From an optimization exercise on the open Yosys and OpenROAD flow, aimed at small area and a short achievable clock period; shortcuts taken in it are not production practice.
Function was checked by simulation only, so behaviour that the tests miss may differ from the original.

run 1:
==> flow/design.v <==
`timescale 1ns/1ps
`default_nettype none
package rob_cfg_pkg;
    localparam int WAY = 2;
    localparam int ROB_DEPTH    = 16;
    localparam int ROB_ID_WIDTH = 4;
    localparam int ARCH_WIDTH = 5;
    localparam int PRF_WIDTH  = 6;
    localparam int CDB_CHANNELS = 3;
    localparam int FULL_THRESHOLD = 2 * WAY;
    typedef logic [ROB_ID_WIDTH-1:0] rob_id_t;
    typedef logic [ROB_ID_WIDTH:0]   rob_ptr_t;
endpackage
`default_nettype wire
`timescale 1ns/1ps
`default_nettype none
module rob_top (
    input  logic         clk,
    input  logic         rst_n,
    input  logic         alloc_en,
    input  logic [27:0]  alloc_lanes,
    output logic [7:0]   tail_ids,
    input  logic [116:0] cdb,
    output logic [23:0]  commit_lanes,
    output logic         flush,
    output logic [31:0]  redirect_pc,
    output logic         full,
    output logic [1:0]   status
);
    localparam int N    = rob_cfg_pkg::ROB_DEPTH;
    localparam int NP   = N / 2;
    localparam int NCDB = rob_cfg_pkg::CDB_CHANNELS;
    function automatic logic [3:0] inc4(input logic [3:0] x);
        inc4 = {x[3] ^ (x[2] & x[1] & x[0]), x[2] ^ (x[1] & x[0]), x[1] ^ x[0], !x[0]};
    endfunction
    function automatic logic [3:0] dec4(input logic [3:0] x);
        dec4 = {x[3] ^ !(x[2] | x[1] | x[0]), x[2] ^ !(x[1] | x[0]), x[1] ^ !x[0], !x[0]};
    endfunction
    function automatic logic [2:0] inc3(input logic [2:0] x);
        inc3 = {x[2] ^ (x[1] & x[0]), x[1] ^ x[0], !x[0]};
    endfunction
    function automatic logic lt4(input logic [3:0] a, input logic [3:0] b);
        logic [3:0] g, p;
        g = ~a & b;
        p = ~a | b;
        lt4 = g[3] || (p[3] && g[2]) || (p[3] && p[2] && g[1]) || (p[3] && p[2] && p[1] && g[0]);
    endfunction
    logic [N-1:0]  st_a, st_b;
    logic [10:0]   e_d [N];     
    logic [3:0]  head;
    logic [2:0]  tail3;         
    logic [3:0]  occ;           
    logic        full_r, empty_r;
    logic        c0_r, c1_r, flush_r;
    logic [10:0] l0_r, l1_r;
    logic        mp_v;          
    logic [3:0]  mp_id;         
    logic [31:0] mp_pc;
    assign tail_ids     = {tail3, 1'b1, tail3, 1'b0};
    assign full         = full_r;
    assign status       = {full_r, empty_r};
    assign flush        = flush_r;
    assign redirect_pc  = mp_pc;
    assign commit_lanes = {c1_r, l1_r, c0_r, l0_r};
    logic [NCDB-1:0]       cv, ctk;
    logic [NCDB-1:0][3:0]  cid;
    logic [NCDB-1:0][31:0] cpc;
    logic [1:0]            la, lb, ldai;
    logic [1:0][10:0]      ld;
    always_comb begin
        for (int c = 0; c < NCDB; c++) begin
            cv[c]  = cdb[c*39 + 38];
            cid[c] = cdb[c*39 + 34 +: 4];
            ctk[c] = cdb[c*39 + 32];
            cpc[c] = cdb[c*39 +: 32];
        end
        for (int l = 0; l < 2; l++) begin
            ld[l]   = alloc_lanes[l*14 + 3 +: 11];
            ldai[l] = alloc_lanes[l*14 + 2];
            la[l] = !alloc_lanes[l*14 + 2] && (!alloc_lanes[l*14 + 1] ||  alloc_lanes[l*14 + 0]);
            lb[l] = !alloc_lanes[l*14 + 2] && (!alloc_lanes[l*14 + 1] || !alloc_lanes[l*14 + 0]);
        end
    end
    logic       clr, acc;
    logic [3:0] hn, hn1, k, k_in;
    logic       k0, k1, kge2, kge11, kge13;
    assign clr  = !rst_n || flush_r;
    assign acc  = alloc_en && !full_r;
    assign hn   = c1_r ? inc4(inc4(head)) : c0_r ? inc4(head) : head;
    assign hn1  = inc4(hn);
    assign k    = c1_r ? dec4(dec4(occ)) : c0_r ? dec4(occ) : occ;
    assign k0    = (k == 4'd0);
    assign k1    = (k == 4'd1);
    assign kge2  = k[3] || k[2] || k[1];
    assign kge11 = k[3] && (k[2] || (k[1] && k[0]));
    assign kge13 = k[3] && k[2] && (k[1] || k[0]);
    assign k_in  = {k[3] ^ (k[2] & k[1]), k[2] ^ k[1], !k[1], k[0]};    
    always_ff @(posedge clk) begin
        if (clr) begin
            head    <= '0;
            tail3   <= '0;
            occ     <= '0;
            full_r  <= 1'b0;
            empty_r <= 1'b1;
        end else begin
            head    <= hn;
            tail3   <= acc ? inc3(tail3) : tail3;
            occ     <= acc ? k_in : k;
            full_r  <= acc ? kge11 : kge13;
            empty_r <= !acc && k0;
        end
    end
    logic [NCDB-1:0][N-1:0] cdec;
    logic [N-1:0]           hit;
    always_comb begin
        for (int c = 0; c < NCDB; c++)
            for (int i = 0; i < N; i++)
                cdec[c][i] = cv[c] && (cid[c] == 4'(i));
        hit = cdec[0] | cdec[1] | cdec[2];
    end
    always_ff @(posedge clk) begin
        for (int i = 0; i < N; i++) begin
            if (tail3 == 3'(i / 2)) e_d[i] <= ld[i%2];
            if (hit[i]) begin
                st_a[i] <= 1'b0;
                st_b[i] <= 1'b0;
            end else if (tail3 == 3'(i / 2)) begin
                st_a[i] <= la[i%2];
                st_b[i] <= lb[i%2];
            end
        end
    end
    logic [2:0]  pe, po;
    logic [10:0] dev, dod, ds0, ds1;
    logic        aev, bev, aod, bod, sa0, sb0, sa1, sb1;
    logic        hit0, hit1, cmis0, cmis1;
    logic        rdy0, rdy1, live0, live1, mis0, mis1, c0_n, c1_n;
    assign po  = hn[3:1];
    assign pe  = hn1[3:1];
    always_comb begin
        dev = '0; dod = '0; aev = 1'b0; bev = 1'b0; aod = 1'b0; bod = 1'b0;
        for (int p = 0; p < NP; p++) begin
            dev = dev | (e_d[2*p]   & {11{pe == 3'(p)}});
            dod = dod | (e_d[2*p+1] & {11{po == 3'(p)}});
            aev = aev | (st_a[2*p]   && pe == 3'(p));
            bev = bev | (st_b[2*p]   && pe == 3'(p));
            aod = aod | (st_a[2*p+1] && po == 3'(p));
            bod = bod | (st_b[2*p+1] && po == 3'(p));
        end
    end
    assign ds0 = hn[0] ? dod : dev;
    assign ds1 = hn[0] ? dev : dod;
    assign sa0 = hn[0] ? aod : aev;
    assign sb0 = hn[0] ? bod : bev;
    assign sa1 = hn[0] ? aev : aod;
    assign sb1 = hn[0] ? bev : bod;
    always_comb begin
        hit0 = 1'b0; hit1 = 1'b0; cmis0 = 1'b0; cmis1 = 1'b0;
        for (int c = 0; c < NCDB; c++) begin
            if (cv[c] && (cid[c] == hn)) begin
                hit0  = 1'b1;
                cmis0 = cmis0 || (ctk[c] ? (!sa0 && sb0) : (sa0 && !sb0));
            end
            if (cv[c] && (cid[c] == hn1)) begin
                hit1  = 1'b1;
                cmis1 = cmis1 || (ctk[c] ? (!sa1 && sb1) : (sa1 && !sb1));
            end
        end
    end
    assign live0 = !k0 || acc;
    assign live1 = kge2 || acc;
    assign rdy0  = !k0 ? ((!sa0 && !sb0) || hit0) : ldai[0];
    assign rdy1  = kge2 ? ((!sa1 && !sb1) || hit1) : k1 ? ldai[0] : ldai[1];
    assign mis0  = !k0 && ((mp_v && (mp_id == hn))  || cmis0);
    assign mis1  = kge2 && ((mp_v && (mp_id == hn1)) || cmis1);
    assign c0_n  = !clr && live0 && rdy0;
    assign c1_n  = c0_n && !mis0 && live1 && rdy1;
    always_ff @(posedge clk) begin
        c0_r    <= c0_n;
        c1_r    <= c1_n;
        flush_r <= c0_n && (mis0 || (live1 && rdy1 && mis1));
        l0_r    <= !k0 ? ds0 : ld[0];
        l1_r    <= kge2 ? ds1 : k1 ? ld[0] : ld[1];
    end
    logic [NCDB-1:0] cmis, cmist, cmisn, cwrap, cbeat, csel;
    logic [NCDB-1:0][NCDB-1:0] cold;    
    logic            hwrap;
    logic [NCDB-1:0] cltm;
    logic [3:0][3:0] cgt, cgn;
    assign hwrap = lt4(mp_id, head);
    always_comb begin
        for (int c = 0; c < NCDB; c++) begin
            for (int g = 0; g < 4; g++) begin
                cgt[g] = (~st_a[4*g +: 4]) >> cid[c][1:0];
                cgn[g] = (~st_b[4*g +: 4]) >> cid[c][1:0];
            end
            cmist[c] = cv[c] && cgt[cid[c][3:2]][0];
            cmisn[c] = cv[c] && cgn[cid[c][3:2]][0];
            cmis[c]  = ctk[c] ? cmist[c] : cmisn[c];
            cwrap[c] = lt4(cid[c], head);
            cltm[c]  = lt4(cid[c], mp_id);
            cbeat[c] = !mp_v || (cwrap[c] ? (hwrap && cltm[c]) : (hwrap || cltm[c]));
        end
        for (int c = 0; c < NCDB; c++)
            for (int d = 0; d < NCDB; d++)
                cold[c][d] = cwrap[c] ? (cwrap[d] && lt4(cid[c], cid[d])) : (cwrap[d] || lt4(cid[c], cid[d]));
        for (int c = 0; c < NCDB; c++) begin
            csel[c] = cmis[c] && cbeat[c];
            for (int d = 0; d < NCDB; d++)
                if (d != c) csel[c] = csel[c] && (!cmis[d] || cold[c][d]);
        end
    end
    always_ff @(posedge clk) begin
        if (clr) mp_v <= 1'b0;
        else     mp_v <= mp_v || (|cmis);
        if (|csel) begin
            mp_pc <= ({32{csel[0]}} & cpc[0]) | ({32{csel[1]}} & cpc[1]) | ({32{csel[2]}} & cpc[2]);
            mp_id <= ({4{csel[0]}} & cid[0]) | ({4{csel[1]}} & cid[1]) | ({4{csel[2]}} & cid[2]);
        end
    end
endmodule
`default_nettype wire
clock: 7.0 ns
lec_check: 0
abc_area: 1
cap_margin: 20
core_margin: 2
core_utilization: 40
cts_cluster_diameter: 80
cts_cluster_size: 30
place_density: 0.6
setup_slack_margin: 3.6
slew_margin: 20
standard.sh (not shown) runs the stock make flow with config.mk's settings and CLKGATE_MAP_FILE= SYNTH_SCRIPT=/design/flow/synth_recipe.tcl, a recipe that flattens the netlist after the stock synthesis.
==> flow/flow/run.sh <==
#!/bin/bash
# The standard layout (standard.sh), with one change: the port buffers
# that global placement inserts are plain sky130_fd_sc_hd__buf_1 cells
# instead of the delay cells buffer_ports picks by default.
# make's full output goes to standard.log; ORFS keeps each step's log
# under orfs/logs/.
set -euo pipefail
export BUFFER_PORTS_ARGS="-buffer_cell sky130_fd_sc_hd__buf_1"
bash standard.sh > standard.log 2>&1
No stage failed in run 1, and the final checks on the layout all came back clean.
The inputs of run 2 differ from those of run 1 as listed below.
diff --git a/flow/design.v b/flow/design.v
--- a/flow/design.v
+++ b/flow/design.v
@@ -37,16 +37,18 @@
         dec4 = {x[3] ^ !(x[2] | x[1] | x[0]), x[2] ^ !(x[1] | x[0]), x[1] ^ !x[0], !x[0]};
     endfunction
     function automatic logic [2:0] inc3(input logic [2:0] x);
         inc3 = {x[2] ^ (x[1] & x[0]), x[1] ^ x[0], !x[0]};
     endfunction
     function automatic logic lt4(input logic [3:0] a, input logic [3:0] b);
-        logic [3:0] g, p;
-        g = ~a & b;
-        p = ~a | b;
-        lt4 = g[3] || (p[3] && g[2]) || (p[3] && p[2] && g[1]) || (p[3] && p[2] && p[1] && g[0]);
+        logic [3:0] e;
+        e = ~(a ^ b);
+        lt4 = (!a[3] && b[3])
+            || (e[3] && !a[2] && b[2])
+            || (e[3] && e[2] && !a[1] && b[1])
+            || (e[3] && e[2] && e[1] && !a[0] && b[0]);
     endfunction
     logic [N-1:0]  st_a, st_b;
     logic [10:0]   e_d [N];     
     logic [3:0]  head;
     logic [2:0]  tail3;         
     logic [3:0]  occ;           
@@ -179,38 +181,26 @@
         c0_r    <= c0_n;
         c1_r    <= c1_n;
         flush_r <= c0_n && (mis0 || (live1 && rdy1 && mis1));
         l0_r    <= !k0 ? ds0 : ld[0];
         l1_r    <= kge2 ? ds1 : k1 ? ld[0] : ld[1];
     end
-    logic [NCDB-1:0] cmis, cmist, cmisn, cwrap, cbeat, csel;
-    logic [NCDB-1:0][NCDB-1:0] cold;    
+    logic [NCDB-1:0] cmis, cwrap, cbeat, csel;
     logic            hwrap;
-    logic [NCDB-1:0] cltm;
-    logic [3:0][3:0] cgt, cgn;
     assign hwrap = lt4(mp_id, head);
     always_comb begin
         for (int c = 0; c < NCDB; c++) begin
-            for (int g = 0; g < 4; g++) begin
-                cgt[g] = (~st_a[4*g +: 4]) >> cid[c][1:0];
-                cgn[g] = (~st_b[4*g +: 4]) >> cid[c][1:0];
-            end
-            cmist[c] = cv[c] && cgt[cid[c][3:2]][0];
-            cmisn[c] = cv[c] && cgn[cid[c][3:2]][0];
-            cmis[c]  = ctk[c] ? cmist[c] : cmisn[c];
+            cmis[c]  = |(cdec[c] & (ctk[c] ? ~st_a : ~st_b));
             cwrap[c] = lt4(cid[c], head);
-            cltm[c]  = lt4(cid[c], mp_id);
-            cbeat[c] = !mp_v || (cwrap[c] ? (hwrap && cltm[c]) : (hwrap || cltm[c]));
-        end
-        for (int c = 0; c < NCDB; c++)
-            for (int d = 0; d < NCDB; d++)
-                cold[c][d] = cwrap[c] ? (cwrap[d] && lt4(cid[c], cid[d])) : (cwrap[d] || lt4(cid[c], cid[d]));
+            cbeat[c] = !mp_v || (lt4(cid[c], mp_id) ^ cwrap[c] ^ hwrap);
+        end
         for (int c = 0; c < NCDB; c++) begin
             csel[c] = cmis[c] && cbeat[c];
             for (int d = 0; d < NCDB; d++)
-                if (d != c) csel[c] = csel[c] && (!cmis[d] || cold[c][d]);
+                if (d != c)
+                    csel[c] = csel[c] && (!cmis[d] || (lt4(cid[c], cid[d]) ^ cwrap[c] ^ cwrap[d]));
         end
     end
     always_ff @(posedge clk) begin
         if (clr) mp_v <= 1'b0;
         else     mp_v <= mp_v || (|cmis);
         if (|csel) begin
Results
Run 2: all stages complete, timing, DRC and antenna checks passed. Average detailed-routed wire length per instance | run 2 above run 1. Of the two values seen for capture point of the critical path, mp_pc[10] was produced by run 2 and mp_id[3] by run 1. The lower final critical delay including setup and external delays of run 2 and run 1 is in run 1. As of run 2, number of non-filler instances in the completed layout had fallen by a few percent compared to run 1. As far as total negative slack for setup checks goes, run 2 and run 1 are indistinguishable; the numbers are identical. Run comparison: run 2 start point of the critical path cdb[77]; run 1 start point of the critical path cdb[112]. Run 1 → run 2: multi-input gate share of total cell area higher; met3 routed wirelength higher; global placement routability congestion roughly the same; design area higher; total routed wirelength higher. Lower signal arrival time at the worst endpoint among run 2 and run 1: run 1.

-- what the ideal ports hide --
Ports are ideal in the flow. The routed layouts listed here were re-timed in OpenROAD.
Step 1 assumes that a clkbuf_16 drives the clock port and a buf_2 every other input.
Step 2 times the ports against the registers' clock, not the clock port: input delays grow and output delays shrink by t, the midpoint of the rising clock arrivals with the driver on.
a / b / c = ideal / step 1 / step 2; a / b = the first two.
run | t (ns) | setup slack, ns | worst register clock-pin slew, ns | worst slew at a driven data input, ns | pins driven straight from the clock port
run 1 | 0.570 | 3.644 / 3.654 / 3.084 | 0.11 / 0.11 | 0.09 | 1
run 2 | 0.578 | 3.608 / 3.597 / 3.019 | 0.12 / 0.12 | 0.08 | 1
After both steps every run listed still meets setup and hold. For run 2, which loses most, drivers alone change the setup slack by -0.011 ns; drivers and shift together by -0.589 ns.
